Context: an optimization exercise on an open-source flow, tuned for small area, a short achievable clock period and few clock cycles per item. The choices shown serve that exercise and are no tape-out recipe. At most, simulation tests tie the RTL to the original design; equivalence was not proved. The RTL of run 2 was laid out without a check of its function. Power is estimated from default activity; no workload was simulated.

File: flow/run.sh
#!/bin/bash
# synth_recipe.tcl (not shown) runs the flow's synth.tcl, then flattens the netlist and writes it again
# the make line also repeats each setting of config.mk as NAME=value (left out here)
make -C /OpenROAD-flow-scripts/flow DESIGN_CONFIG=/design/flow/config.mk WORK_HOME=/design/flow/orfs CLKGATE_MAP_FILE= SYNTH_SCRIPT=/design/flow/synth_recipe.tcl finish
File: flow/config.mk
export PLATFORM = sky130hd
export DESIGN_NAME = exec_stage
export DESIGN_NICKNAME = exec_stage
export VERILOG_FILES = /design/flow/design.v
export SDC_FILE = /design/flow/constraint.sdc
export NUM_CORES = 4
export LEC_CHECK = 0
export CAP_MARGIN = 20
export CORE_MARGIN = 2
export CORE_UTILIZATION = 55
export PLACE_DENSITY = 0.65
export SETUP_SLACK_MARGIN = 4.5
export SLEW_MARGIN = 20
File: flow/constraint.sdc
create_clock -name core_clock -period 8.0 [get_ports {clock}]
set_input_delay 1.6000 -clock core_clock [delete_from_list [all_inputs] [get_ports {clock}]]
set_output_delay 1.6000 -clock core_clock [all_outputs]
set_load 0.01 [all_outputs]
File: flow/design.v
`default_nettype none
module exec_prefix_add #(
    parameter int N = 32
) (
    input  logic [N-1:0] a,
    input  logic [N-1:0] b,
    input  logic         cin,
    output logic [N-1:0] sum,
    output logic         cout
);
    logic [N-1:0] g0, p0, g, p;
    assign p0 = a ^ b;
    always_comb begin
        g0    = a & b;
        g0[0] = (a[0] & b[0]) | (p0[0] & cin);
    end
    always_comb begin
        g = g0;
        p = p0;
        for (int step = 1; step < N; step = step * 2) begin
            for (int i = 0; i < N; i++) begin
                if ((i / step) % 2 == 1) begin
                    g[i] = g[i] | (p[i] & g[(i / step) * step - 1]);
                    p[i] = p[i] & p[(i / step) * step - 1];
                end
            end
        end
    end
    assign sum  = p0 ^ {g[N-2:0], cin};
    assign cout = g[N-1];
endmodule
module exec_prefix_pg #(
    parameter int N = 32
) (
    input  logic [N-1:0] g0,
    input  logic [N-1:0] p0,
    input  logic         cin,
    output logic [N-1:0] sum,
    output logic         cout
);
    logic [N-1:0] g, p;
    always_comb begin
        g    = g0;
        p    = p0;
        g[0] = g0[0] | (p0[0] & cin);
        for (int step = 1; step < N; step = step * 2) begin
            for (int i = 0; i < N; i++) begin
                if ((i / step) % 2 == 1) begin
                    g[i] = g[i] | (p[i] & g[(i / step) * step - 1]);
                    p[i] = p[i] & p[(i / step) * step - 1];
                end
            end
        end
    end
    assign sum  = p0 ^ {g[N-2:0], cin};
    assign cout = g[N-1];
endmodule
module exec_less_than #(
    parameter int N = 32
) (
    input  logic [N-1:0] a,
    input  logic [N-1:0] b,
    output logic         lt
);
    logic [N-1:0] g, p;
    always_comb begin
        g = a & ~b;
        p = a ^ ~b;
        g[0] = g[0] | p[0];    
        for (int step = 1; step < N; step = step * 2) begin
            for (int i = 2 * step - 1; i < N; i = i + 2 * step) begin
                g[i] = g[i] | (p[i] & g[i - step]);
                p[i] = p[i] & p[i - step];
            end
        end
    end
    assign lt = ~g[N-1];
endmodule
`default_nettype wire
`default_nettype none
module exec_mul_csa (
    input  logic [33:0] s_in,
    input  logic [33:0] c_in,
    input  logic [31:0] a,
    input  logic [3:0]  one,
    input  logic [3:0]  two,
    input  logic [3:0]  neg,
    input  logic [7:0]  corr_a,
    input  logic [7:0]  corr_b,
    input  logic        klast,
    output logic [41:0] sum_out,
    output logic [41:0] carry_out
);
    logic [3:0]  nneg;
    logic [32:0] row0, row1, row2, row3;
    logic [33:0] a2;
    assign a2 = {1'b0, a, 1'b0};
    always_comb begin
        nneg = ~neg;
        for (int k = 0; k < 33; k++) begin
            row0[k] = ((one[0] & a2[k+1]) | (two[0] & a2[k])) ^ neg[0];
            row1[k] = ((one[1] & a2[k+1]) | (two[1] & a2[k])) ^ neg[1];
            row2[k] = ((one[2] & a2[k+1]) | (two[2] & a2[k])) ^ neg[2];
            row3[k] = ((one[3] & a2[k+1]) | (two[3] & a2[k])) ^ neg[3];
        end
    end
    logic fs0, fc0, fs1, fc1, fs2, fc2, fs3, fc3, fs4, fc4, fs5, fc5, fs6, fc6, fs7, fc7, fs8, fc8, fs9, fc9, fs10, fc10, fs11, fc11, fs12, fc12, fs13, fc13, fs14, fc14, fs15, fc15, fs16, fc16, fs17, fc17, fs18, fc18, fs19, fc19, fs20, fc20, fs21, fc21, fs22, fc22, fs23, fc23, fs24, fc24, fs25, fc25, fs26, fc26, fs27, fc27, fs28, fc28, fs29, fc29, fs30, fc30, fs31, fc31, fs32, fc32, fs33, fc33, fs34, fc34, fs35, fc35, fs36, fc36, fs37, fc37, fs38, fc38, fs39, fc39, fs40, fc40, fs41, fc41, fs42, fc42, fs43, fc43, fs44, fc44, fs45, fc45, fs46, fc46, fs47, fc47, fs48, fc48, fs49, fc49, fs50, fc50, fs51, fc51, fs52, fc52, fs53, fc53, fs54, fc54, fs55, fc55, fs56, fc56, fs57, fc57, fs58, fc58, fs59, fc59, fs60, fc60, fs61, fc61, fs62, fc62, fs63, fc63, fs64, fc64, fs65, fc65, fs66, fc66, fs67, fc67, fs68, fc68, fs69, fc69, fs70, fc70, fs71, fc71, fs72, fc72, fs73, fc73, fs74, fc74, fs75, fc75, fs76, fc76, fs77, fc77, fs78, fc78, fs79, fc79, fs80, fc80, fs81, fc81, fs82, fc82, fs83, fc83, fs84, fc84, fs85, fc85, fs86, fc86, fs87, fc87, fs88, fc88, fs89, fc89, fs90, fc90, fs91, fc91, fs92, fc92, fs93, fc93, fs94, fc94, fs95, fc95, fs96, fc96, fs97, fc97, fs98, fc98, fs99, fc99, fs100, fc100, fs101, fc101, fs102, fc102, fs103, fc103, fs104, fc104, fs105, fc105, fs106, fc106, fs107, fc107, fs108, fc108, fs109, fc109, fs110, fc110, fs111, fc111, fs112, fc112, fs113, fc113, fs114, fc114, fs115, fc115, fs116, fc116, fs117, fc117, fs118, fc118, fs119, fc119, fs120, fc120, fs121, fc121, fs122, fc122, fs123, fc123, fs124, fc124, fs125, fc125, fs126, fc126, fs127, fc127, fs128, fc128, fs129, fc129, fs130, fc130, fs131, fc131, fs132, fc132, fs133, fc133, fs134, fc134, fs135, fc135, fs136, fc136, fs137, fc137, fs138, fc138, fs139, fc139, fs140, fc140, fs141, fc141, fs142, fc142, fs143, fc143, fs144, fc144, fs145, fc145, fs146, fc146, fs147, fc147, fs148, fc148, fs149, fc149, fs150, fc150, fs151, fc151, fs152, fc152, fs153, fc153, fs154, fc154, fs155, fc155, fs156, fc156, fs157, fc157, fs158, fc158, fs159, fc159, fs160, fc160, fs161, fc161;
    logic hs0, hc0, hs1, hc1, hs2, hc2, hs3, hc3, hs4, hc4, hs5, hc5, hs6, hc6, hs7, hc7, hs8, hc8, hs9, hc9, hs10, hc10, hs11, hc11, hs12, hc12, hs13, hc13, hs14, hc14, hs15, hc15, hs16, hc16, hs17, hc17;
    exec_fa u_fa0 (.a(s_in[0]), .b(c_in[0]), .c(nneg[0]), .s(fs0), .co(fc0));
    exec_fa u_fa1 (.a(s_in[1]), .b(c_in[1]), .c(neg[0]), .s(fs1), .co(fc1));
    exec_ha u_ha0 (.a(row0[1]), .b(fc0), .s(hs0), .c(hc0));
    exec_fa u_fa2 (.a(s_in[2]), .b(c_in[2]), .c(nneg[1]), .s(fs2), .co(fc2));
    exec_fa u_fa3 (.a(row0[2]), .b(row1[0]), .c(fc1), .s(fs3), .co(fc3));
    exec_ha u_ha1 (.a(fs2), .b(hc0), .s(hs1), .c(hc1));
    exec_fa u_fa4 (.a(s_in[3]), .b(c_in[3]), .c(neg[1]), .s(fs4), .co(fc4));
    exec_fa u_fa5 (.a(row0[3]), .b(row1[1]), .c(fc2), .s(fs5), .co(fc5));
    exec_fa u_fa6 (.a(fs4), .b(fc3), .c(fs5), .s(fs6), .co(fc6));
    exec_fa u_fa7 (.a(s_in[4]), .b(c_in[4]), .c(nneg[2]), .s(fs7), .co(fc7));
    exec_fa u_fa8 (.a(row0[4]), .b(row1[2]), .c(row2[0]), .s(fs8), .co(fc8));
    exec_fa u_fa9 (.a(fc4), .b(fs7), .c(fc5), .s(fs9), .co(fc9));
    exec_ha u_ha2 (.a(fs8), .b(fc6), .s(hs2), .c(hc2));
    exec_fa u_fa10 (.a(s_in[5]), .b(c_in[5]), .c(neg[2]), .s(fs10), .co(fc10));
    exec_fa u_fa11 (.a(row0[5]), .b(row1[3]), .c(row2[1]), .s(fs11), .co(fc11));
    exec_fa u_fa12 (.a(fc7), .b(fs10), .c(fc8), .s(fs12), .co(fc12));
    exec_fa u_fa13 (.a(fs11), .b(fc9), .c(fs12), .s(fs13), .co(fc13));
    exec_fa u_fa14 (.a(s_in[6]), .b(c_in[6]), .c(nneg[3]), .s(fs14), .co(fc14));
    exec_fa u_fa15 (.a(row0[6]), .b(row1[4]), .c(row2[2]), .s(fs15), .co(fc15));
    exec_fa u_fa16 (.a(row3[0]), .b(fc10), .c(fs14), .s(fs16), .co(fc16));
    exec_fa u_fa17 (.a(fc11), .b(fs15), .c(fs16), .s(fs17), .co(fc17));
    exec_ha u_ha3 (.a(fc12), .b(fs17), .s(hs3), .c(hc3));
    exec_fa u_fa18 (.a(s_in[7]), .b(c_in[7]), .c(neg[3]), .s(fs18), .co(fc18));
    exec_fa u_fa19 (.a(row0[7]), .b(row1[5]), .c(row2[3]), .s(fs19), .co(fc19));
    exec_fa u_fa20 (.a(row3[1]), .b(fc14), .c(fs18), .s(fs20), .co(fc20));
    exec_fa u_fa21 (.a(fc15), .b(fs19), .c(fc16), .s(fs21), .co(fc21));
    exec_fa u_fa22 (.a(fs20), .b(fs21), .c(fc17), .s(fs22), .co(fc22));
    exec_fa u_fa23 (.a(s_in[8]), .b(c_in[8]), .c(klast), .s(fs23), .co(fc23));
    exec_fa u_fa24 (.a(row0[8]), .b(row1[6]), .c(row2[4]), .s(fs24), .co(fc24));
    exec_fa u_fa25 (.a(row3[2]), .b(fc18), .c(fs23), .s(fs25), .co(fc25));
    exec_fa u_fa26 (.a(fc19), .b(fs24), .c(fc20), .s(fs26), .co(fc26));
    exec_fa u_fa27 (.a(fs25), .b(fc21), .c(fs26), .s(fs27), .co(fc27));
    exec_fa u_fa28 (.a(s_in[9]), .b(c_in[9]), .c(row0[9]), .s(fs28), .co(fc28));
    exec_fa u_fa29 (.a(row1[7]), .b(row2[5]), .c(row3[3]), .s(fs29), .co(fc29));
    exec_fa u_fa30 (.a(fc23), .b(fc24), .c(fs28), .s(fs30), .co(fc30));
    exec_fa u_fa31 (.a(fs29), .b(fc25), .c(fc26), .s(fs31), .co(fc31));
    exec_ha u_ha4 (.a(fs30), .b(fc27), .s(hs4), .c(hc4));
    exec_fa u_fa32 (.a(s_in[10]), .b(c_in[10]), .c(klast), .s(fs32), .co(fc32));
    exec_fa u_fa33 (.a(row0[10]), .b(row1[8]), .c(row2[6]), .s(fs33), .co(fc33));
    exec_fa u_fa34 (.a(row3[4]), .b(fs32), .c(fc28), .s(fs34), .co(fc34));
    exec_fa u_fa35 (.a(fc29), .b(fs33), .c(fc30), .s(fs35), .co(fc35));
    exec_fa u_fa36 (.a(fs34), .b(fc31), .c(fs35), .s(fs36), .co(fc36));
    exec_fa u_fa37 (.a(s_in[11]), .b(c_in[11]), .c(row0[11]), .s(fs37), .co(fc37));
    exec_fa u_fa38 (.a(row1[9]), .b(row2[7]), .c(row3[5]), .s(fs38), .co(fc38));
    exec_fa u_fa39 (.a(fc32), .b(fc33), .c(fs37), .s(fs39), .co(fc39));
    exec_fa u_fa40 (.a(fs38), .b(fc34), .c(fs39), .s(fs40), .co(fc40));
    exec_ha u_ha5 (.a(fc35), .b(fs40), .s(hs5), .c(hc5));
    exec_fa u_fa41 (.a(s_in[12]), .b(c_in[12]), .c(klast), .s(fs41), .co(fc41));
    exec_fa u_fa42 (.a(row0[12]), .b(row1[10]), .c(row2[8]), .s(fs42), .co(fc42));
    exec_fa u_fa43 (.a(row3[6]), .b(fs41), .c(fc37), .s(fs43), .co(fc43));
    exec_fa u_fa44 (.a(fc38), .b(fs42), .c(fc39), .s(fs44), .co(fc44));
    exec_fa u_fa45 (.a(fs43), .b(fc40), .c(fs44), .s(fs45), .co(fc45));
    exec_fa u_fa46 (.a(s_in[13]), .b(c_in[13]), .c(row0[13]), .s(fs46), .co(fc46));
    exec_fa u_fa47 (.a(row1[11]), .b(row2[9]), .c(row3[7]), .s(fs47), .co(fc47));
    exec_fa u_fa48 (.a(fc41), .b(fc42), .c(fs46), .s(fs48), .co(fc48));
    exec_fa u_fa49 (.a(fs47), .b(fc43), .c(fs48), .s(fs49), .co(fc49));
    exec_ha u_ha6 (.a(fc44), .b(fs49), .s(hs6), .c(hc6));
    exec_fa u_fa50 (.a(s_in[14]), .b(c_in[14]), .c(klast), .s(fs50), .co(fc50));
    exec_fa u_fa51 (.a(row0[14]), .b(row1[12]), .c(row2[10]), .s(fs51), .co(fc51));
    exec_fa u_fa52 (.a(row3[8]), .b(fs50), .c(fc46), .s(fs52), .co(fc52));
    exec_fa u_fa53 (.a(fc47), .b(fs51), .c(fc48), .s(fs53), .co(fc53));
    exec_fa u_fa54 (.a(fs52), .b(fc49), .c(fs53), .s(fs54), .co(fc54));
    exec_fa u_fa55 (.a(s_in[15]), .b(c_in[15]), .c(row0[15]), .s(fs55), .co(fc55));
    exec_fa u_fa56 (.a(row1[13]), .b(row2[11]), .c(row3[9]), .s(fs56), .co(fc56));
    exec_fa u_fa57 (.a(fc50), .b(fc51), .c(fs55), .s(fs57), .co(fc57));
    exec_fa u_fa58 (.a(fs56), .b(fc52), .c(fs57), .s(fs58), .co(fc58));
    exec_ha u_ha7 (.a(fc53), .b(fs58), .s(hs7), .c(hc7));
    exec_fa u_fa59 (.a(s_in[16]), .b(c_in[16]), .c(klast), .s(fs59), .co(fc59));
    exec_fa u_fa60 (.a(row0[16]), .b(row1[14]), .c(row2[12]), .s(fs60), .co(fc60));
    exec_fa u_fa61 (.a(row3[10]), .b(fs59), .c(fc55), .s(fs61), .co(fc61));
    exec_fa u_fa62 (.a(fc56), .b(fs60), .c(fc57), .s(fs62), .co(fc62));
    exec_fa u_fa63 (.a(fs61), .b(fc58), .c(fs62), .s(fs63), .co(fc63));
    exec_fa u_fa64 (.a(s_in[17]), .b(c_in[17]), .c(row0[17]), .s(fs64), .co(fc64));
    exec_fa u_fa65 (.a(row1[15]), .b(row2[13]), .c(row3[11]), .s(fs65), .co(fc65));
    exec_fa u_fa66 (.a(fc59), .b(fc60), .c(fs64), .s(fs66), .co(fc66));
    exec_fa u_fa67 (.a(fs65), .b(fc61), .c(fs66), .s(fs67), .co(fc67));
    exec_ha u_ha8 (.a(fc62), .b(fs67), .s(hs8), .c(hc8));
    exec_fa u_fa68 (.a(s_in[18]), .b(c_in[18]), .c(klast), .s(fs68), .co(fc68));
    exec_fa u_fa69 (.a(row0[18]), .b(row1[16]), .c(row2[14]), .s(fs69), .co(fc69));
    exec_fa u_fa70 (.a(row3[12]), .b(fs68), .c(fc64), .s(fs70), .co(fc70));
    exec_fa u_fa71 (.a(fc65), .b(fs69), .c(fc66), .s(fs71), .co(fc71));
    exec_fa u_fa72 (.a(fs70), .b(fc67), .c(fs71), .s(fs72), .co(fc72));
    exec_fa u_fa73 (.a(s_in[19]), .b(c_in[19]), .c(row0[19]), .s(fs73), .co(fc73));
    exec_fa u_fa74 (.a(row1[17]), .b(row2[15]), .c(row3[13]), .s(fs74), .co(fc74));
    exec_fa u_fa75 (.a(fc68), .b(fc69), .c(fs73), .s(fs75), .co(fc75));
    exec_fa u_fa76 (.a(fs74), .b(fc70), .c(fs75), .s(fs76), .co(fc76));
    exec_ha u_ha9 (.a(fc71), .b(fs76), .s(hs9), .c(hc9));
    exec_fa u_fa77 (.a(s_in[20]), .b(c_in[20]), .c(klast), .s(fs77), .co(fc77));
    exec_fa u_fa78 (.a(row0[20]), .b(row1[18]), .c(row2[16]), .s(fs78), .co(fc78));
    exec_fa u_fa79 (.a(row3[14]), .b(fs77), .c(fc73), .s(fs79), .co(fc79));
    exec_fa u_fa80 (.a(fc74), .b(fs78), .c(fc75), .s(fs80), .co(fc80));
    exec_fa u_fa81 (.a(fs79), .b(fc76), .c(fs80), .s(fs81), .co(fc81));
    exec_fa u_fa82 (.a(s_in[21]), .b(c_in[21]), .c(row0[21]), .s(fs82), .co(fc82));
    exec_fa u_fa83 (.a(row1[19]), .b(row2[17]), .c(row3[15]), .s(fs83), .co(fc83));
    exec_fa u_fa84 (.a(fc77), .b(fc78), .c(fs82), .s(fs84), .co(fc84));
    exec_fa u_fa85 (.a(fs83), .b(fc79), .c(fs84), .s(fs85), .co(fc85));
    exec_ha u_ha10 (.a(fc80), .b(fs85), .s(hs10), .c(hc10));
    exec_fa u_fa86 (.a(s_in[22]), .b(c_in[22]), .c(klast), .s(fs86), .co(fc86));
    exec_fa u_fa87 (.a(row0[22]), .b(row1[20]), .c(row2[18]), .s(fs87), .co(fc87));
    exec_fa u_fa88 (.a(row3[16]), .b(fs86), .c(fc82), .s(fs88), .co(fc88));
    exec_fa u_fa89 (.a(fc83), .b(fs87), .c(fc84), .s(fs89), .co(fc89));
    exec_fa u_fa90 (.a(fs88), .b(fc85), .c(fs89), .s(fs90), .co(fc90));
    exec_fa u_fa91 (.a(s_in[23]), .b(c_in[23]), .c(row0[23]), .s(fs91), .co(fc91));
    exec_fa u_fa92 (.a(row1[21]), .b(row2[19]), .c(row3[17]), .s(fs92), .co(fc92));
    exec_fa u_fa93 (.a(fc86), .b(fc87), .c(fs91), .s(fs93), .co(fc93));
    exec_fa u_fa94 (.a(fs92), .b(fc88), .c(fs93), .s(fs94), .co(fc94));
    exec_ha u_ha11 (.a(fc89), .b(fs94), .s(hs11), .c(hc11));
    exec_fa u_fa95 (.a(s_in[24]), .b(c_in[24]), .c(klast), .s(fs95), .co(fc95));
    exec_fa u_fa96 (.a(row0[24]), .b(row1[22]), .c(row2[20]), .s(fs96), .co(fc96));
    exec_fa u_fa97 (.a(row3[18]), .b(fs95), .c(fc91), .s(fs97), .co(fc97));
    exec_fa u_fa98 (.a(fc92), .b(fs96), .c(fc93), .s(fs98), .co(fc98));
    exec_fa u_fa99 (.a(fs97), .b(fc94), .c(fs98), .s(fs99), .co(fc99));
    exec_fa u_fa100 (.a(s_in[25]), .b(c_in[25]), .c(row0[25]), .s(fs100), .co(fc100));
    exec_fa u_fa101 (.a(row1[23]), .b(row2[21]), .c(row3[19]), .s(fs101), .co(fc101));
    exec_fa u_fa102 (.a(fc95), .b(fc96), .c(fs100), .s(fs102), .co(fc102));
    exec_fa u_fa103 (.a(fs101), .b(fc97), .c(fs102), .s(fs103), .co(fc103));
    exec_ha u_ha12 (.a(fc98), .b(fs103), .s(hs12), .c(hc12));
    exec_fa u_fa104 (.a(s_in[26]), .b(c_in[26]), .c(klast), .s(fs104), .co(fc104));
    exec_fa u_fa105 (.a(row0[26]), .b(row1[24]), .c(row2[22]), .s(fs105), .co(fc105));
    exec_fa u_fa106 (.a(row3[20]), .b(fs104), .c(fc100), .s(fs106), .co(fc106));
    exec_fa u_fa107 (.a(fc101), .b(fs105), .c(fc102), .s(fs107), .co(fc107));
    exec_fa u_fa108 (.a(fs106), .b(fc103), .c(fs107), .s(fs108), .co(fc108));
    exec_fa u_fa109 (.a(s_in[27]), .b(c_in[27]), .c(row0[27]), .s(fs109), .co(fc109));
    exec_fa u_fa110 (.a(row1[25]), .b(row2[23]), .c(row3[21]), .s(fs110), .co(fc110));
    exec_fa u_fa111 (.a(fc104), .b(fc105), .c(fs109), .s(fs111), .co(fc111));
    exec_fa u_fa112 (.a(fs110), .b(fc106), .c(fs111), .s(fs112), .co(fc112));
    exec_ha u_ha13 (.a(fc107), .b(fs112), .s(hs13), .c(hc13));
    exec_fa u_fa113 (.a(s_in[28]), .b(c_in[28]), .c(klast), .s(fs113), .co(fc113));
    exec_fa u_fa114 (.a(row0[28]), .b(row1[26]), .c(row2[24]), .s(fs114), .co(fc114));
    exec_fa u_fa115 (.a(row3[22]), .b(fs113), .c(fc109), .s(fs115), .co(fc115));
    exec_fa u_fa116 (.a(fc110), .b(fs114), .c(fc111), .s(fs116), .co(fc116));
    exec_fa u_fa117 (.a(fs115), .b(fc112), .c(fs116), .s(fs117), .co(fc117));
    exec_fa u_fa118 (.a(s_in[29]), .b(c_in[29]), .c(row0[29]), .s(fs118), .co(fc118));
    exec_fa u_fa119 (.a(row1[27]), .b(row2[25]), .c(row3[23]), .s(fs119), .co(fc119));
    exec_fa u_fa120 (.a(fc113), .b(fc114), .c(fs118), .s(fs120), .co(fc120));
    exec_fa u_fa121 (.a(fs119), .b(fc115), .c(fs120), .s(fs121), .co(fc121));
    exec_ha u_ha14 (.a(fc116), .b(fs121), .s(hs14), .c(hc14));
    exec_fa u_fa122 (.a(s_in[30]), .b(c_in[30]), .c(klast), .s(fs122), .co(fc122));
    exec_fa u_fa123 (.a(row0[30]), .b(row1[28]), .c(row2[26]), .s(fs123), .co(fc123));
    exec_fa u_fa124 (.a(row3[24]), .b(fs122), .c(fc118), .s(fs124), .co(fc124));
    exec_fa u_fa125 (.a(fc119), .b(fs123), .c(fc120), .s(fs125), .co(fc125));
    exec_fa u_fa126 (.a(fs124), .b(fc121), .c(fs125), .s(fs126), .co(fc126));
    exec_fa u_fa127 (.a(s_in[31]), .b(c_in[31]), .c(row0[31]), .s(fs127), .co(fc127));
    exec_fa u_fa128 (.a(row1[29]), .b(row2[27]), .c(row3[25]), .s(fs128), .co(fc128));
    exec_fa u_fa129 (.a(fc122), .b(fc123), .c(fs127), .s(fs129), .co(fc129));
    exec_fa u_fa130 (.a(fs128), .b(fc124), .c(fs129), .s(fs130), .co(fc130));
    exec_ha u_ha15 (.a(fc125), .b(fs130), .s(hs15), .c(hc15));
    exec_fa u_fa131 (.a(s_in[32]), .b(c_in[32]), .c(corr_a[0]), .s(fs131), .co(fc131));
    exec_fa u_fa132 (.a(corr_b[0]), .b(klast), .c(row0[32]), .s(fs132), .co(fc132));
    exec_fa u_fa133 (.a(row1[30]), .b(row2[28]), .c(row3[26]), .s(fs133), .co(fc133));
    exec_fa u_fa134 (.a(fs131), .b(fc127), .c(fc128), .s(fs134), .co(fc134));
    exec_fa u_fa135 (.a(fs132), .b(fs133), .c(fc129), .s(fs135), .co(fc135));
    exec_fa u_fa136 (.a(fs134), .b(fc130), .c(fs135), .s(fs136), .co(fc136));
    exec_fa u_fa137 (.a(s_in[33]), .b(c_in[33]), .c(nneg[0]), .s(fs137), .co(fc137));
    exec_fa u_fa138 (.a(corr_a[1]), .b(corr_b[1]), .c(row1[31]), .s(fs138), .co(fc138));
    exec_fa u_fa139 (.a(row2[29]), .b(row3[27]), .c(fs137), .s(fs139), .co(fc139));
    exec_fa u_fa140 (.a(fc131), .b(fc132), .c(fc133), .s(fs140), .co(fc140));
    exec_fa u_fa141 (.a(fs138), .b(fs139), .c(fc134), .s(fs141), .co(fc141));
    exec_fa u_fa142 (.a(fs140), .b(fc135), .c(fs141), .s(fs142), .co(fc142));
    exec_fa u_fa143 (.a(corr_a[2]), .b(corr_b[2]), .c(klast), .s(fs143), .co(fc143));
    exec_fa u_fa144 (.a(row1[32]), .b(row2[30]), .c(row3[28]), .s(fs144), .co(fc144));
    exec_fa u_fa145 (.a(fc137), .b(fs143), .c(fc138), .s(fs145), .co(fc145));
    exec_fa u_fa146 (.a(fs144), .b(fc139), .c(fc140), .s(fs146), .co(fc146));
    exec_fa u_fa147 (.a(fs145), .b(fc141), .c(fs146), .s(fs147), .co(fc147));
    exec_fa u_fa148 (.a(nneg[1]), .b(corr_a[3]), .c(corr_b[3]), .s(fs148), .co(fc148));
    exec_fa u_fa149 (.a(row2[31]), .b(row3[29]), .c(fc143), .s(fs149), .co(fc149));
    exec_fa u_fa150 (.a(fs148), .b(fc144), .c(fs149), .s(fs150), .co(fc150));
    exec_fa u_fa151 (.a(fc145), .b(fc146), .c(fs150), .s(fs151), .co(fc151));
    exec_fa u_fa152 (.a(corr_a[4]), .b(corr_b[4]), .c(klast), .s(fs152), .co(fc152));
    exec_fa u_fa153 (.a(row2[32]), .b(row3[30]), .c(fc148), .s(fs153), .co(fc153));
    exec_fa u_fa154 (.a(fs152), .b(fc149), .c(fs153), .s(fs154), .co(fc154));
    exec_ha u_ha16 (.a(fc150), .b(fs154), .s(hs16), .c(hc16));
    exec_fa u_fa155 (.a(nneg[2]), .b(corr_a[5]), .c(corr_b[5]), .s(fs155), .co(fc155));
    exec_fa u_fa156 (.a(row3[31]), .b(fc152), .c(fs155), .s(fs156), .co(fc156));
    exec_fa u_fa157 (.a(fc153), .b(fs156), .c(fc154), .s(fs157), .co(fc157));
    exec_fa u_fa158 (.a(corr_a[6]), .b(corr_b[6]), .c(klast), .s(fs158), .co(fc158));
    exec_fa u_fa159 (.a(row3[32]), .b(fc155), .c(fs158), .s(fs159), .co(fc159));
    exec_ha u_ha17 (.a(fc156), .b(fs159), .s(hs17), .c(hc17));
    exec_fa u_fa160 (.a(nneg[3]), .b(corr_a[7]), .c(corr_b[7]), .s(fs160), .co(fc160));
    exec_fa u_fa161 (.a(fc158), .b(fs160), .c(fc159), .s(fs161), .co(fc161));
    assign sum_out[0] = row0[0];
    assign carry_out[0] = fs0;
    assign sum_out[1] = fs1;
    assign carry_out[1] = hs0;
    assign sum_out[2] = fs3;
    assign carry_out[2] = hs1;
    assign sum_out[3] = hc1;
    assign carry_out[3] = fs6;
    assign sum_out[4] = fs9;
    assign carry_out[4] = hs2;
    assign sum_out[5] = hc2;
    assign carry_out[5] = fs13;
    assign sum_out[6] = fc13;
    assign carry_out[6] = hs3;
    assign sum_out[7] = hc3;
    assign carry_out[7] = fs22;
    assign sum_out[8] = fc22;
    assign carry_out[8] = fs27;
    assign sum_out[9] = fs31;
    assign carry_out[9] = hs4;
    assign sum_out[10] = hc4;
    assign carry_out[10] = fs36;
    assign sum_out[11] = hs5;
    assign carry_out[11] = fc36;
    assign sum_out[12] = hc5;
    assign carry_out[12] = fs45;
    assign sum_out[13] = hs6;
    assign carry_out[13] = fc45;
    assign sum_out[14] = hc6;
    assign carry_out[14] = fs54;
    assign sum_out[15] = hs7;
    assign carry_out[15] = fc54;
    assign sum_out[16] = hc7;
    assign carry_out[16] = fs63;
    assign sum_out[17] = hs8;
    assign carry_out[17] = fc63;
    assign sum_out[18] = hc8;
    assign carry_out[18] = fs72;
    assign sum_out[19] = hs9;
    assign carry_out[19] = fc72;
    assign sum_out[20] = hc9;
    assign carry_out[20] = fs81;
    assign sum_out[21] = hs10;
    assign carry_out[21] = fc81;
    assign sum_out[22] = hc10;
    assign carry_out[22] = fs90;
    assign sum_out[23] = hs11;
    assign carry_out[23] = fc90;
    assign sum_out[24] = hc11;
    assign carry_out[24] = fs99;
    assign sum_out[25] = hs12;
    assign carry_out[25] = fc99;
    assign sum_out[26] = hc12;
    assign carry_out[26] = fs108;
    assign sum_out[27] = hs13;
    assign carry_out[27] = fc108;
    assign sum_out[28] = hc13;
    assign carry_out[28] = fs117;
    assign sum_out[29] = hs14;
    assign carry_out[29] = fc117;
    assign sum_out[30] = hc14;
    assign carry_out[30] = fs126;
    assign sum_out[31] = hs15;
    assign carry_out[31] = fc126;
    assign sum_out[32] = hc15;
    assign carry_out[32] = fs136;
    assign sum_out[33] = fs142;
    assign carry_out[33] = fc136;
    assign sum_out[34] = fc142;
    assign carry_out[34] = fs147;
    assign sum_out[35] = fc147;
    assign carry_out[35] = fs151;
    assign sum_out[36] = hs16;
    assign carry_out[36] = fc151;
    assign sum_out[37] = hc16;
    assign carry_out[37] = fs157;
    assign sum_out[38] = hs17;
    assign carry_out[38] = fc157;
    assign sum_out[39] = hc17;
    assign carry_out[39] = fs161;
    assign sum_out[40] = fc160;
    assign carry_out[40] = fc161;
    assign sum_out[41] = 1'b0;
    assign carry_out[41] = 1'b0;
endmodule
module exec_fa (input logic a, input logic b, input logic c, output logic s, output logic co);
    assign s  = a ^ b ^ c;
    assign co = (a & b) | (a & c) | (b & c);
endmodule
module exec_ha (input logic a, input logic b, output logic s, output logic c);
    assign s = a ^ b;
    assign c = a & b;
endmodule
`default_nettype wire
`default_nettype none
module exec_stage (
    input  logic        clock,
    input  logic        reset,
    input  logic        issue_valid,
    input  logic [1:0]  issue_fu,
    input  logic [3:0]  issue_func,
    input  logic [1:0]  opa_select,
    input  logic [2:0]  opb_select,
    input  logic [31:0] inst,
    input  logic [31:0] pc,
    input  logic [31:0] rs1_value,
    input  logic [31:0] rs2_value,
    input  logic [4:0]  issue_tag,
    input  logic        complete_credit,
    output logic [2:0]  fu_free,
    output logic        complete_valid,
    output logic [1:0]  complete_fu,
    output logic [4:0]  complete_tag,
    output logic [31:0] complete_result,
    output logic        complete_take
);
    localparam logic [3:0] ALU_ADD = 4'd0, ALU_SUB = 4'd1, ALU_AND = 4'd2, ALU_OR = 4'd3,
                           ALU_XOR = 4'd4, ALU_SLT = 4'd5, ALU_SLTU = 4'd6, ALU_SLL = 4'd7,
                           ALU_SRL = 4'd8, ALU_SRA = 4'd9;
    localparam logic [3:0] MUL = 4'd10, MULH = 4'd11, MULHSU = 4'd12;
    localparam logic [6:0] OPCODE_JAL  = 7'b1101111;
    localparam logic [6:0] OPCODE_JALR = 7'b1100111;
    logic [31:0] opa, opb;
    logic [29:0] pc_inc;
    always_comb begin
        logic [29:0] c;
        c = pc[31:2];
        for (int step = 1; step < 30; step = step * 2) begin
            for (int i = 0; i < 30; i++) begin
                if ((i / step) % 2 == 1) c[i] = c[i] & c[(i / step) * step - 1];
            end
        end
        pc_inc = pc[31:2] ^ {c[28:0], 1'b1};
    end
    always_comb begin
        case (opa_select)
            2'd0:    opa = rs1_value;
            2'd1:    opa = {pc_inc, pc[1:0]};
            2'd2:    opa = pc;
            default: opa = '0;
        endcase
    end
    always_comb begin
        case (opb_select)
            3'd0:    opb = rs2_value;
            3'd1:    opb = {{20{inst[31]}}, inst[31:20]};
            3'd2:    opb = {{20{inst[31]}}, inst[31:25], inst[11:7]};
            3'd3:    opb = {{19{inst[31]}}, inst[31], inst[7], inst[30:25], inst[11:8], 1'b0};
            3'd4:    opb = {inst[31:12], 12'b0};
            3'd5:    opb = {{11{inst[31]}}, inst[31], inst[19:12], inst[20], inst[30:21], 1'b0};
            default: opb = '0;
        endcase
    end
    logic in_eq_lo, in_eq_hi, in_lt_lo, in_lt_hi, in_jal, in_jalr;
    exec_less_than #(.N(16)) u_lt_lo (.a(rs1_value[15:0]), .b(rs2_value[15:0]), .lt(in_lt_lo));
    exec_less_than #(.N(16)) u_lt_hi (.a(rs1_value[31:16]), .b(rs2_value[31:16]), .lt(in_lt_hi));
    assign in_eq_lo = (rs1_value[15:0] == rs2_value[15:0]);
    assign in_eq_hi = (rs1_value[31:16] == rs2_value[31:16]);
    assign in_jal   = (inst[6:0] == OPCODE_JAL);
    assign in_jalr  = (inst[6:0] == OPCODE_JALR);
    localparam int S_SUM = 0, S_AND = 1, S_OR = 2, S_XOR = 3, S_SLT = 4, S_SLTU = 5,
                   S_SL = 6, S_SR = 7;
    logic        in_sub;
    logic [7:0]  in_sel;
    assign in_sub = !issue_fu[1] &&
                    (issue_func == ALU_SUB || issue_func == ALU_SLT || issue_func == ALU_SLTU);
    always_comb begin
        in_sel = '0;
        if (issue_fu[1]) begin
            in_sel[S_SUM] = 1'b1;
        end else begin
            case (issue_func)
                ALU_ADD, ALU_SUB: in_sel[S_SUM]  = 1'b1;
                ALU_AND:          in_sel[S_AND]  = 1'b1;
                ALU_OR:           in_sel[S_OR]   = 1'b1;
                ALU_XOR:          in_sel[S_XOR]  = 1'b1;
                ALU_SLT:          in_sel[S_SLT]  = 1'b1;
                ALU_SLTU:         in_sel[S_SLTU] = 1'b1;
                ALU_SLL:          in_sel[S_SL]   = 1'b1;
                default:          in_sel[S_SR]   = 1'b1;
            endcase
        end
    end
    logic        x_v, x_br, x_jump, x_clr0, x_sub, x_shl, x_sra;
    logic        x_eq_lo, x_eq_hi, x_lt_lo, x_lt_hi, x_s1, x_s2;
    logic [2:0]  x_f3;
    logic [4:0]  x_rot;
    logic [7:0]  x_sel;
    logic [4:0]  x_tag;
    logic        x_a31;
    logic [31:0] x_p, x_g;
    logic [4:0]  x_sh;
    logic [31:0] in_bx;
    assign in_bx = (in_sel[S_SL] || in_sel[S_SR]) ? 32'b0 : opb ^ {32{in_sub}};
    always_ff @(posedge clock) begin
        if (reset) x_v <= 1'b0;
        else       x_v <= issue_valid && (issue_fu != 2'd1);
    end
    always_ff @(posedge clock) begin
        x_br   <= issue_fu[1];
        x_sel  <= in_sel;
        x_sub  <= in_sub;
        x_shl  <= (issue_func == ALU_SLL);
        x_rot  <= (issue_func == ALU_SLL) ? 5'd0 - opb[4:0] : opb[4:0];
        x_sra  <= (issue_func == ALU_SRA);
        x_tag  <= issue_tag;
        x_a31  <= opa[31];
        x_p    <= opa ^ in_bx;
        x_g    <= opa & in_bx;
        x_sh   <= opb[4:0];
        x_jump  <= in_jal | in_jalr;
        x_f3    <= inst[14:12];
        x_eq_lo <= in_eq_lo;
        x_eq_hi <= in_eq_hi;
        x_lt_lo <= in_lt_lo;
        x_lt_hi <= in_lt_hi;
        x_s1    <= rs1_value[31];
        x_s2    <= rs2_value[31];
        x_clr0 <= issue_fu[1] & in_jalr;
    end
    logic x_beq, x_bltu, x_blt, x_cond, x_take;
    assign x_beq  = x_eq_hi & x_eq_lo;
    assign x_bltu = x_lt_hi | (x_eq_hi & x_lt_lo);
    assign x_blt  = (x_s1 ^ x_s2) ? x_s1 : x_bltu;
    always_comb begin
        case (x_f3)
            3'b000:  x_cond = x_beq;
            3'b001:  x_cond = ~x_beq;
            3'b100:  x_cond = x_blt;
            3'b101:  x_cond = ~x_blt;
            3'b110:  x_cond = x_bltu;
            3'b111:  x_cond = ~x_bltu;
            default: x_cond = 1'b0;
        endcase
    end
    assign x_take = x_jump | x_cond;
    logic [31:0] x_sum;
    logic        x_cout, x_ltu, x_lt;
    logic [31:0] sh_rot, sh_mask, sh_mask_l, sh_out;
    logic [31:0] x_res;
    exec_prefix_pg #(.N(32)) u_add (
        .g0(x_g), .p0(x_p), .cin(x_sub), .sum(x_sum), .cout(x_cout)
    );
    assign x_ltu = ~x_cout;
    assign x_lt  = ~x_p[31] ? x_a31 : x_ltu;
    always_comb begin
        sh_rot = x_p;
        for (int k = 0; k < 5; k++) begin
            if (x_rot[k]) sh_rot = 32'({sh_rot, sh_rot} >> (1 << k));
        end
    end
    always_comb begin
        for (int i = 0; i < 32; i++) sh_mask_l[i] = ({27'b0, x_sh} <= i);
        for (int i = 0; i < 32; i++) sh_mask[i] = x_shl ? sh_mask_l[i] : sh_mask_l[31-i];
    end
    assign sh_out = (sh_rot & sh_mask) | ({32{x_sra & x_a31}} & ~sh_mask);
    assign x_res = ({32{x_sel[S_SUM]}} & {x_sum[31:1], x_sum[0] & ~x_clr0})
                 | ({32{x_sel[S_AND]}} & x_g)
                 | ({32{x_sel[S_OR]}}  & (x_g | x_p))
                 | ({32{x_sel[S_XOR]}} & x_p)
                 | {31'b0, (x_sel[S_SLT] & x_lt) | (x_sel[S_SLTU] & x_ltu)}
                 | ({32{x_sel[S_SL] | x_sel[S_SR]}} & sh_out);
    logic        pa_v, pb_v, r_v;
    logic        m_busy;
    logic [1:0]  m_cnt;
    logic [1:0]  credits;
    logic        has_credit;
    logic        m_last, m_first;
    logic        grant_x, grant_pa, grant_pb, grant_mul, granted;
    function automatic logic [3:0] arbitrate(input logic credit, input logic mul_first,
                                             input logic pa, input logic pb, input logic x,
                                             input logic mul);
        arbitrate = 4'b0000;
        if (credit) begin
            if (mul_first)  arbitrate = 4'b0001;    
            else if (pa)    arbitrate = 4'b0100;
            else if (pb)    arbitrate = 4'b0010;
            else if (x)     arbitrate = 4'b1000;
            else if (mul)   arbitrate = 4'b0001;
        end
    endfunction
    logic x_v_n, pa_v_n, pb_v_n, r_v_n, m_busy_n, m_first_n, has_credit_n;
    logic m_free, m_step;
    logic park_a, park_b;
    logic [1:0] credits_next;
    assign x_v_n        = issue_valid && (issue_fu != 2'd1);
    assign pa_v_n       = park_a || (pa_v && !grant_pa);
    assign pb_v_n       = park_b || (pb_v && !grant_pb);
    assign r_v_n        = m_last || (r_v && !grant_mul);
    assign m_busy_n     = m_free ? (issue_valid && (issue_fu == 2'd1)) : m_busy;
    assign m_first_n    = m_free || (m_first && !m_step);
    assign has_credit_n = (credits_next != 2'd0);
    always_ff @(posedge clock) begin
        if (reset) begin
            {grant_x, grant_pa, grant_pb, grant_mul} <= 4'b0000;
        end else begin
            {grant_x, grant_pa, grant_pb, grant_mul} <=
                arbitrate(has_credit_n, r_v_n && m_busy_n && m_first_n, pa_v_n, pb_v_n, x_v_n,
                          r_v_n);
        end
    end
    assign granted = grant_x | grant_pa | grant_pb | grant_mul;
    assign fu_free = {(grant_x & x_br) | grant_pb, m_last, (grant_x & ~x_br) | grant_pa};
    logic [31:0] pa_res, pb_res;
    logic [4:0]  pa_tag, pb_tag;
    logic        pb_take;
    assign park_a = x_v && !x_br && !grant_x;
    assign park_b = x_v &&  x_br && !grant_x;
    always_ff @(posedge clock) begin
        if (reset) begin
            pa_v <= 1'b0;
            pb_v <= 1'b0;
        end else begin
            if (park_a)        pa_v <= 1'b1;
            else if (grant_pa) pa_v <= 1'b0;
            if (park_b)        pb_v <= 1'b1;
            else if (grant_pb) pb_v <= 1'b0;
        end
    end
    always_ff @(posedge clock) begin
        if (park_a) begin
            pa_res <= x_res;
            pa_tag <= x_tag;
        end
        if (park_b) begin
            pb_res  <= x_res;
            pb_tag  <= x_tag;
            pb_take <= x_take;
        end
    end
    logic [31:0] m_a, m_b;
    logic        m_a32, m_uext;
    logic [3:0]  m_one, m_two, m_neg;
    logic [33:0] m_s, m_c;
    logic        m_ci;
    logic [7:0]  m_ls, m_lc;
    logic        m_hi;
    logic [4:0]  m_tag;
    logic        r_hi;
    logic [4:0]  r_tag;
    logic [31:0] mh_res;
    logic        in_asgn, in_bsgn, in_a32, in_uext;
    assign in_asgn = (issue_func == MUL) || (issue_func == MULH) || (issue_func == MULHSU);
    assign in_bsgn = (issue_func == MUL) || (issue_func == MULH);
    assign in_a32  = in_asgn & opa[31];
    assign in_uext = ~in_bsgn & opb[31];
    assign m_free = !m_busy || m_last;
    assign m_step = m_busy && (!m_first || !r_v || grant_mul);
    logic [7:0]  m_abyte_next, m_corr_a, m_corr_b;
    logic [33:0] m_s_in, m_c_in;
    logic [41:0] m_sum, m_carry;
    logic [7:0]  m_low;
    logic        m_cout;
    always_comb begin
        case (m_cnt)
            2'd0:    m_abyte_next = m_a[15:8];
            2'd1:    m_abyte_next = m_a[23:16];
            default: m_abyte_next = m_a[31:24];
        endcase
    end
    assign m_s_in   = m_first ? 34'h0AAAAAAAB : m_s;
    assign m_c_in   = m_first ? {1'b0, m_a32, 32'b0} : m_c;
    exec_mul_csa u_csa (
        .s_in(m_s_in), .c_in(m_c_in), .a(m_a), .one(m_one), .two(m_two), .neg(m_neg),
        .corr_a(m_corr_a), .corr_b(m_corr_b), .klast(m_last),
        .sum_out(m_sum), .carry_out(m_carry)
    );
    assign {m_cout, m_low} = {1'b0, m_ls} + {1'b0, m_lc} + {8'b0, m_ci};
    function automatic logic [11:0] booth(input logic [8:0] b9);
        logic [3:0] one, two, neg;
        for (int i = 0; i < 4; i++) begin
            one[i] = b9[2*i+1] ^ b9[2*i];
            two[i] = (b9[2*i+2] & ~b9[2*i+1] & ~b9[2*i]) | (~b9[2*i+2] & b9[2*i+1] & b9[2*i]);
            neg[i] = b9[2*i+2];
        end
        booth = {one, two, neg};
    endfunction
    logic [11:0] in_booth, m_next_booth;
    assign in_booth     = booth({opb[7:0], 1'b0});
    assign m_next_booth = booth(m_b[15:7]);
    always_ff @(posedge clock) begin
        if (reset) begin
            m_busy <= 1'b0;
            m_last <= 1'b0;
            r_v    <= 1'b0;
        end else begin
            if (m_free) begin
                m_busy <= issue_valid && (issue_fu == 2'd1);
                m_last <= 1'b0;
            end else if (m_step) begin
                m_last <= (m_cnt == 2'd2);
            end
            if (m_last)         r_v <= 1'b1;
            else if (grant_mul) r_v <= 1'b0;
        end
    end
    always_ff @(posedge clock) begin
        if (m_free) begin
            m_cnt   <= 2'd0;
            m_first <= 1'b1;
            m_a     <= opa;
            m_b     <= opb;
            m_a32   <= in_a32;
            m_uext  <= in_uext;
            {m_one, m_two, m_neg} <= in_booth;
            m_corr_a <= {8{in_uext}} & opa[7:0];
            m_corr_b <= {8{in_a32}} & ~opb[7:0];
            m_hi    <= (issue_func != MUL);
            m_tag   <= issue_tag;
        end else if (m_step) begin
            m_cnt   <= m_cnt + 2'd1;
            m_first <= 1'b0;
            m_b     <= {m_low, m_b[31:8]};
            {m_one, m_two, m_neg} <= m_next_booth;
            m_corr_a <= {8{m_uext}} & m_abyte_next;
            m_corr_b <= {8{m_a32}} & ~m_b[15:8];
        end
    end
    always_ff @(posedge clock) begin
        if (m_step) begin
            m_ls <= m_sum[7:0];
            m_lc <= m_carry[7:0];
            m_ci <= !m_first && m_cout;
            m_c  <= m_carry[41:8];
            if (m_last && !m_hi) m_s <= {10'b0, m_low, m_b[31:16]};
            else                 m_s <= m_sum[41:8];
        end
        if (m_last) begin
            r_hi  <= m_hi;
            r_tag <= m_tag;
        end
    end
    logic [39:0] mh_sum;
    exec_prefix_add #(.N(40)) u_mh_add (
        .a({m_s[31:0], m_ls}), .b({m_c[31:0], m_lc}), .cin(m_ci), .sum(mh_sum), .cout()
    );
    assign mh_res = r_hi ? mh_sum[39:8] : {mh_sum[7:0], m_s[23:0]};
    assign credits_next = credits + {1'b0, complete_credit} - {1'b0, granted};
    always_ff @(posedge clock) begin
        if (reset) begin
            credits        <= 2'd2;
            has_credit     <= 1'b1;
            complete_valid <= 1'b0;
        end else begin
            credits        <= credits_next;
            has_credit     <= (credits_next != 2'd0);
            complete_valid <= granted;
        end
    end
    always_ff @(posedge clock) begin
        complete_fu     <= grant_x ? {x_br, 1'b0} : grant_pa ? 2'd0 : grant_pb ? 2'd2 : 2'd1;
        complete_tag    <= grant_x ? x_tag : grant_pa ? pa_tag : grant_pb ? pb_tag : r_tag;
        complete_take   <= grant_x ? (x_br & x_take) : grant_pb & pb_take;
        complete_result <= ({32{grant_x}}   & x_res)
                         | ({32{grant_pa}}  & pa_res)
                         | ({32{grant_pb}}  & pb_res)
                         | ({32{grant_mul}} & mh_res);
    end
endmodule
`default_nettype wire
==> reports/metrics.yaml, run 1 <==
hold_viol: 0
die_y_um: 239
wl_per_cell_um: 27.8
drc: 0
antenna_left: 0
area_delta_synth_final_pct: 15.9
drt-total-wl_um: 107000
fin_util_pct: 64.8
slew_headroom_pct: 17.1
report.final.slew_viol_count: 0
synth.cell_area_sq_um: 30300
yosysSeqAreaShare_pct: 35.8
initial_core_util_pct: 55.9
cp_max_fo: 3
multi_input_area_sq_um: 17900
dp_slack_ns: 2.92
htreeDepth: 2
ff_latch_area_sq_um: 10900
period_minus_slack_ns: 3.62
clock_path_buffers: 3
rows: 85
p_total_uw: 10200
path_class: "flop to flop"
synth_cell_types: 78
cts_tree: "done"
fin_nets: 3569
ys.flop_type: "edfxtp_1"
numClockSinks: 414
grt_pass1_wl_um: 155000
syn-num-nets: 3455
core_area_sq_um: 54100
first_pass_iters: 8
leakage_uw: 0.0140
cap_violations: 0
cpPeakStageDelay_ns: 0.82
ys_ff_latch: 414
drt_iter0_drc: 3256
synth-edff-count: 256
cts_buffers: 46
drive_gt1_share_pct: 12.2
cts.clk_slew.worst_paths_ns: 0.06
hold_class: "flop to flop"
async_flop_share_pct: 0
required_ns: 8.27
antenna_found_initial: 4
endpoint_kind: "flop"
syn_inst: 3000
fmax_ghz: 0.276
arrival_ns: 3.90
worstSkewPairLatency_ns: 0.61
die_w_um: 239
io_pins: 192
critPathLaunchType: "flop"
setup_tns_ns: 0
peakVddDrop_mv: 0.161
cts-root-buf: "clkbuf_16"
period_share_pct: 45.3
clock-skew-final_ns: 0.0371
die_area_sq_um: 56900
grt_setup_unrepaired: "true"
dp_hpwl_um: 80400
worst_path_max_delay_cell: "o31ai_1"
status: "no timing/DRC/antenna violations"
avgViaCountPerCell: 6.47
powerDensity_nw_per_um2: 291
grt_pass1_vias: 24200
gp_congestion: 0.990
hold_slack_ns: 0.419
syn_avg_cell_area_sq_um: 10.1
grt_overflow: 0
grt_max_degree: 101
critical_path.cell_chain: "ha_1 -> or2_4 -> ha_2 -> o211ai_1 -> a21oi_2 -> o211ai_1 -> nand2_2 -> buf_4 -> o2bb2ai_1 -> a22o_1 -> o31ai_1"
yosysWarnings: 5
tightest_slew_ns: 1.23
routed-via-count: 24900
setup_violations: 0
grtUsageTotal_pct: 37.0
crit_top_cell: "o211ai_1"
setup_ws_ns: 4.38
portBuffers: 191
n_fill_cell: 4309
==> placed cells by master (no fill, tap or decap), types with 10 or more instances in the layout <==
cell	instances
a21o_1	24
a21oi_1	149
a221o_1	10
a222oi_1	47
a22o_1	10
a22oi_1	164
a31o_2	12
a31oi_1	12
and2_1	17
buf_4	80
clkbuf_16	48
clkdlybuf4s50_1	171
dfxtp_1	151
edfxtp_1	256
fa_1	166
ha_1	132
inv_1	240
mux2_2	50
mux2i_1	81
mux4_2	44
nand2_1	215
nand2b_1	43
nand3_1	39
nand4_1	19
nor2_1	168
nor2b_1	47
nor3_1	13
o211ai_1	18
o21a_1	15
o21ai_0	137
o21ai_1	43
o21bai_1	10
or2_2	23
xnor2_1	220
xor2_1	29
==> flip-flops by register name, indices dropped and copies added (netlist names), 28 cells and up <==
name,count
complete_result,32
m_b,28
pb_res,32
m_s,33
m_a,32
pa_res,32
x_g,32
x_p,32
m_c,33
==> worst paths after layout <==
path,startpoint,end,slack [ns],cells past startpoint
max,x_p[0],pa_res[24],4.38,11
min,m_tag[3],r_tag[3],0.42,0
max reg2reg,x_p[0],pa_res[24],4.38,11
min reg2reg,m_tag[3],r_tag[3],0.42,0
==> final cells by class <==
class / count / area share, %
inverters: 248 / 2.73
clock inverters: 28 / 1.08
multi-input cells: 2112 / 50.9
diodes: 1 / 0.00713
repair buffers: 292 / 8.33
well taps: 696 / 2.48
flip-flops and latches: 414 / 31.0
clock buffers: 58 / 3.52
==> cell families after synthesis <==
kind of cell	share of synthesized area, %
compound gates	16.2
xor+xnor	7.20
fa+ha+maj	16.8
buf+inv	6.08
flops	35.8
mux	7.92
simple gates	9.97
==> critical path: cells and delay by family (launching register included) <==
| family | cells | cell delay, ns |
|---|---|---|
| buf+inv | 1 | 0.17 |
| simple gates | 2 | 0.36 |
| compound gates | 6 | 2.00 |
| flops | 1 | 0.34 |
| fa+ha+maj | 2 | 0.39 |
==> power by group <==
group          leakage, uW  switching (uW)  internal [uW]
clock             0.000776             941           1310
sequential         0.00385             405           2810
combinational      0.00938            2730           2000
total               0.0140            4070           6130
==> cell usage after synthesis (all sizes together), types with 47 or more instances <==
cell	instances	share of area [%]
edfxtp	256	25
mux2i	82	2.7
ha	140	5.8
a22oi	166	4.1
nor2b	48	0.99
clkbuf	155	1.9
o21ai	183	3.0
xnor2	220	6.4
a21oi	158	2.6
a222oi	47	1.6
inv	247	3.1
nor2	172	2.1
mux2	52	1.9
fa	167	11
dfxtp	158	10
nand2	218	2.7
buf	71	1.1
==> what timing repair did <==
item                       in CTS  in global routing
hold buffers                    0                  0
resized for setup              79                 60
setup endpoints to repair     174                 89
buffers inserted               22                 32
pin swaps                      18                 27
gates cloned                    3                  2
==> through the flow <==
stage               instance area (sq um)  cells
finish                              35100   3849
global route                        35100   3848
CTS                                 34600   3814
detailed placement                  32500   3703
global placement                    32500   3703
floorplan                           30300   3000
==> metal layers <==
layer,vias to the layer above,GRT usage [%],share of wire (%)
li1,10900,-,-
met1,12200,49.3,38
met2,1561,58.4,45
met3,260,7.92,11
met4,0,16.3,5.3
met5,-,0,0
Testbench counts, summed over its fixed seeds: cycles 39,051, items 32,000.
==> run 2, diff against run 1 <==
--- a/flow/design.v
+++ b/flow/design.v
@@ -11,16 +11,22 @@
     logic [N-1:0] g0, p0, g, p;
     assign p0 = a ^ b;
+    assign g0 = a & b;
     always_comb begin
-        g0    = a & b;
-        g0[0] = (a[0] & b[0]) | (p0[0] & cin);
-    end
-    always_comb begin
-        g = g0;
-        p = p0;
+        g    = g0;
+        p    = p0;
+        g[0] = g0[0] | (p0[0] & cin);
         for (int step = 1; step < N; step = step * 2) begin
             for (int i = 0; i < N; i++) begin
                 if ((i / step) % 2 == 1) begin
-                    g[i] = g[i] | (p[i] & g[(i / step) * step - 1]);
-                    p[i] = p[i] & p[(i / step) * step - 1];
+                    if (i == step && step == 1) begin
+                        g[i] = (g0[1] | (p0[1] & g0[0])) | (p0[1] & p0[0] & cin);
+                        p[i] = p0[1] & p0[0];
+                    end else if (i == step) begin
+                        g[i] = (g0[i] | (p0[i] & g0[i-1])) | (p0[i] & p0[i-1] & g[i-2]);
+                        p[i] = p0[i] & p0[i-1] & p[i-2];
+                    end else begin
+                        g[i] = g[i] | (p[i] & g[(i / step) * step - 1]);
+                        p[i] = p[i] & p[(i / step) * step - 1];
+                    end
                 end
             end
@@ -473,5 +479,4 @@
     logic        x_eq_lo, x_eq_hi, x_lt_lo, x_lt_hi, x_s1, x_s2;
     logic [2:0]  x_f3;
-    logic [4:0]  x_rot;
     logic [7:0]  x_sel;
     logic [4:0]  x_tag;
@@ -490,5 +495,4 @@
         x_sub  <= in_sub;
         x_shl  <= (issue_func == ALU_SLL);
-        x_rot  <= (issue_func == ALU_SLL) ? 5'd0 - opb[4:0] : opb[4:0];
         x_sra  <= (issue_func == ALU_SRA);
         x_tag  <= issue_tag;
@@ -532,4 +536,6 @@
     assign x_ltu = ~x_cout;
     assign x_lt  = ~x_p[31] ? x_a31 : x_ltu;
+    logic [4:0] x_rot;
+    assign x_rot = x_shl ? 5'd0 - x_sh : x_sh;
     always_comb begin
         sh_rot = x_p;
==> flow/flow/run.sh (new file) <==
#!/bin/bash
# The standard layout, with the port buffers made of buf_2 cells instead of the cell
# buffer_ports picks by default. Synthesis, floorplan, power grid and the rest are the
# standard flow's. make's full output goes to standard.log in this folder; ORFS writes
# each step's log under orfs/logs/.
set -euo pipefail
bash standard.sh "BUFFER_PORTS_ARGS=-buffer_cell sky130_fd_sc_hd__buf_2" finish > standard.log 2>&1
==> flow/standard.sh (new file) <==
#!/bin/bash
# synth_recipe.tcl (not shown) runs the flow's synth.tcl, then flattens the netlist and writes it again
# the make line also repeats each setting of config.mk as NAME=value (left out here)
make -C /OpenROAD-flow-scripts/flow DESIGN_CONFIG=/design/flow/config.mk WORK_HOME=/design/flow/orfs CLKGATE_MAP_FILE= SYNTH_SCRIPT=/design/flow/synth_recipe.tcl "${@:-finish}"
--- a/flow/config.mk
+++ b/flow/config.mk
@@ -8,6 +8,6 @@
 export CAP_MARGIN = 20
 export CORE_MARGIN = 2
-export CORE_UTILIZATION = 55
-export PLACE_DENSITY = 0.65
-export SETUP_SLACK_MARGIN = 4.5
+export CORE_UTILIZATION = 62
+export PLACE_DENSITY = 0.7
+export SETUP_SLACK_MARGIN = 4.6
 export SLEW_MARGIN = 20
removed: flow/run.sh
==> reports/metrics.yaml, run 2 <==
endpoint_kind: "flop"  # unchanged
clock-skew-final_ns: 0.0205  # was 0.0371 ns
r2r-start: "x_sub"  # was x_p[0]
powerDensity_nw_per_um2: 295  # was 291 nW/um^2
synth_top_cells_by_count: "edfxtp_1 (256), inv_1 (242), xnor2_1 (213), nand2_1 (180), nor2_1 (178)"  # was edfxtp_1 (256), inv_1 (244), xnor2_1 (220), nand2_1 (218), nor2_1 (172)
area_delta_synth_final_pct: 16.9  # was 15.9%
synth_area_leaders: "edfxtp_1 (25%), fa_1 (11%), dfxtp_1 (10%)"  # unchanged
cts_tree: "done"  # unchanged
reg2reg_to: "complete_result[14]"  # was pa_res[24]
grt_use_met2_pct: 67.1  # was 58.4%
period_share_pct: 45.4  # was 45.3%
initial_core_util_pct: 63.1  # was 55.9%
grt_max_degree: 93  # was 101
synth_top_area_share_pct: 25.5  # was 25.4%
ys.flop_type: "edfxtp_1"  # unchanged
routed-via-count: 26400  # was 24900
dp_hpwl_um: 80100  # was 80400 um
gp_congestion: 1.05  # was 0.990
hold_slack_ns: 0.422  # was 0.419 ns
grt_pass1_vias: 25200  # was 24200
hold_class: "flop to flop"  # unchanged
grt_setup_unrepaired: "true"  # unchanged
grt_overflow: 0  # unchanged
synth_cell_types: 80  # was 78
n_fill_cell: 3308  # was 4309
drive_gt1_share_pct: 22.9  # was 12.2%
grt-busiest-layer: "met2"  # unchanged
fin_nets: 3611  # was 3569
cap_violations: 0  # unchanged
startpoint: "x_sub"  # was x_p[0]
rows: 80  # was 85
htreeDepth: 2  # unchanged
wl_per_cell_um: 29.3  # was 27.8 um
worst_path_max_delay_cell: "a222oi_1"  # was o31ai_1
synth-compound-area-share_pct: 16.3  # was 16.2%
arrival_ns: 4.11  # was 3.90 ns
die_w_um: 225  # was 239 um
setup_tns_ns: 0  # unchanged
rrSetupSlack_ns: 4.37  # was 4.38 ns
grt_pass1_wl_um: 159000  # was 155000 um
hold_viol: 0  # unchanged
syn_avg_cell_area_sq_um: 10.1  # about the same
setup_violations: 0  # unchanged
status: "no timing/DRC/antenna violations"  # unchanged
report.final.slew_viol_count: 0  # unchanged
use_met1_pct: 54.2  # was 49.3%
mostFrequentLayoutCell: "edfxtp_1"  # unchanged
drt_iter0_drc: 4027  # was 3256
synth_top_family_by_area: "adder cells"  # unchanged
cts-root-buf: "clkbuf_16"  # unchanged
reg.largest.list: "m_c: 33 flops, m_s: 33 flops"  # unchanged
required_ns: 8.48  # was 8.27 ns
endpoint: "complete_result[14]"  # was pa_res[24]
synth.cell_area_sq_um: 30200  # was 30300 sq um
cts.clk_slew.worst_paths_ns: 0.06  # about the same
fmax_ghz: 0.275  # was 0.276 GHz
drc: 0  # unchanged
yosysTopAreaCell: "edfxtp_1"  # unchanged
synth_xor_area_share_pct: 7.22  # was 7.20%
path_class: "flop to flop"  # unchanged
syn-num-nets: 3442  # was 3455
core_area_sq_um: 47800  # was 54100 sq um
worstSkewPairLatency_ns: 0.60  # was 0.61 ns
r2r_cells: 13  # was 11
tightest_slew_ns: 1.04  # was 1.23 ns
critPathLaunchType: "flop"  # unchanged
use_met3_pct: 11.1  # was 7.92%
die_y_um: 225  # was 239 um
fin_util_pct: 73.7  # was 64.8%
yosysMostFrequentCell: "edfxtp_1"  # unchanged
drt-total-wl_um: 112000  # was 107000 um
portBuffers: 191  # unchanged
slew_headroom_pct: 30.5  # was 17.1%
ys_ff_latch: 410  # was 414
cts_buffers: 43  # was 46
yosysSeqAreaShare_pct: 35.7  # was 35.8%
antenna_left: 0  # unchanged
critical_path.cell_chain: "ha_4 -> or2_4 -> ha_4 -> o211ai_1 -> a21oi_2 -> o21a_2 -> buf_6 -> o31a_1 -> o221ai_2 -> xnor2_1 -> a222oi_1 -> o21ai_1 -> a221o_1"  # was ha_1 -> or2_4 -> ha_2 -> o211ai_1 -> a21oi_2 -> o211ai_1 -> nand2_2 -> buf_4 -> o2bb2ai_1 -> a22o_1 -> o31ai_1
final_cell_mix: "edfxtp_1 (256), inv_1 (226), xnor2_1 (199), buf_2 (188), nand2_1 (178)"  # was edfxtp_1 (256), inv_1 (240), xnor2_1 (220), nand2_1 (215), clkdlybuf4s50_1 (171)
period_minus_slack_ns: 3.63  # was 3.62 ns
first_pass_iters: 16  # was 8
async_flop_share_pct: 0  # unchanged
io_pins: 192  # unchanged
crit_top_cell: "ha_4"  # was o211ai_1
grtUsageTotal_pct: 43.1  # was 37.0%
synth_mux_area_share_pct: 7.75  # was 7.92%
crit_buf_inv: 1  # unchanged
synthAdderAreaFrac_pct: 16.7  # was 16.8%
synth-simple-area-share_pct: 10.3  # was 9.97%
synth-edff-count: 256  # unchanged
clock_path_buffers: 3  # unchanged
yosysWarnings: 5  # unchanged
peakVddDrop_mv: 0.162  # was 0.161 mV
antenna_found_initial: 5  # was 4
syn_inst: 2989  # was 3000
leakage_uw: 0.0145  # was 0.0140 uW
avgViaCountPerCell: 6.92  # was 6.47
die_area_sq_um: 50400  # was 56900 sq um
cpPeakStageDelay_ns: 0.69  # was 0.82 ns
path_depth: 13  # was 11
numClockSinks: 410  # was 414
cp_max_fo: 2  # was 3
cp_top_family: "compound AO/OA/AOI/OAI gates"  # unchanged
[run 2: cell count changes in the layout (fill, tap and decap cells not counted), moves of 16 or more]
cell and change:
o21ai_1 -16, buf_4 +42, mux2i_2 +16, a22oi_2 +24, xnor2_1 -21, buf_2 +187, nand2_1 -37, o21ai_2 +16
a22oi_1 -32, clkdlybuf4s50_1 -171, mux2_2 -17, o21ai_0 -23, fa_1 -16
[run 2: worst reg2reg max path, delay by kind of cell (launching register included)]
kind                     cells  cell delay [ns]
AO/OA/AOI/OAI                8             2.43
flip-flops                   1             0.34
adder cells (fa/ha/maj)      2             0.32
AND/OR/NAND/NOR              1             0.23
buffers and inverters        1             0.12
XOR/XNOR                     1             0.10
[run 2: layout make-up]
cell class              count  area [sq um]  area share [%]
multi-input cells        2109         18700            53.0
repair buffers            346          2520            7.15
well taps                 615           769            2.18
flip-flops and latches    410         10800            30.6
inverters                 248           971            2.75
clock inverters            28           403            1.14
clock buffers              51          1130            3.19
diodes                      3          7.51          0.0213
[run 2: layer usage]
metal  share of wire [%]  wire length [um]
met2                  44             49700
met4                 8.0              8970
met1                  34             38200
met3                  13             14900
met5               0.039                44
[run 2: cell families (layout without fill, tap and decap cells)]
kind of cell	Yosys count	after routing
mux	183	183
simple gates	645	645
flops	410	410
compound gates	727	728
fa+ha+maj	305	305
other cells	0	3
xor+xnor	248	248
buf+inv	471	673
[run 2: worst min-delay path by stage]
stage,from,to,slack [ns],depth (start not counted)
global route,m_tag[3],r_tag[3],0.42,0
detailed placement,m_tag[3],r_tag[3],0.41,0
finish,m_tag[1],r_tag[1],0.42,0
global placement,m_tag[1],r_tag[1],0.40,0
CTS,m_tag[3],r_tag[3],0.42,0
floorplan,m_tag[0],r_tag[0],0.40,0
[run 2: power by group]
group / internal, uW / leakage [uW] / switching, uW
Combinational: 2120 / 0.00991 / 2900
Sequential: 2790 / 0.00382 / 417
Clock: 1280 / 0.000739 / 912
Total: 6190 / 0.0145 / 4230
[run 2: per-stage QoR]
step	setup slack [ns]	instances	power, uW	instance area (sq um)
global route	4.28	3807	10800	35300
global placement	3.41	3618	7420	31500
finish	4.37	3810	10400	35300
floorplan	4.11	2989	5930	30300
CTS	4.44	3749	9990	34300
detailed placement	3.33	3618	7600	31500
[run 2: timing repair]
action / in CTS / in global routing
cloned: 8 / 2
setup buffers: 44 / 55
resized for setup: 152 / 114
endpoints found under the setup margin: 203 / 133
pin swaps: 45 / 56
hold buffers: 0 / 0

## afterwards: timing with drivers on the ports
No port has a modelled driver above. Below, the same layouts with a new extraction and two added sets of constraints.
Step 1, drivers: a clkbuf_16 drives clock and a buf_2 each remaining input, both assumed.
Step 2 moves the port delays by t, midway between the first and last clock arrival at a register: inputs arrive t later, outputs are due t later. That takes back most of the time a late clock gives input paths.
a / b / c = ideal / step 1 / step 2; a / b = the first two.
run | shift t [ns] | slack for setup (ns) | worst slew at a driven data input, ns
run 1 | 0.659 | 4.376 / 4.376 / 3.849 | 0.06
run 2 | 0.646 | 4.367 / 4.367 / 3.932 | 0.08
After both steps setup and hold are still met in every run listed. The setup slack of run 1, which loses most, moves by 0.000 ns with the drivers and by -0.527 ns with both steps.
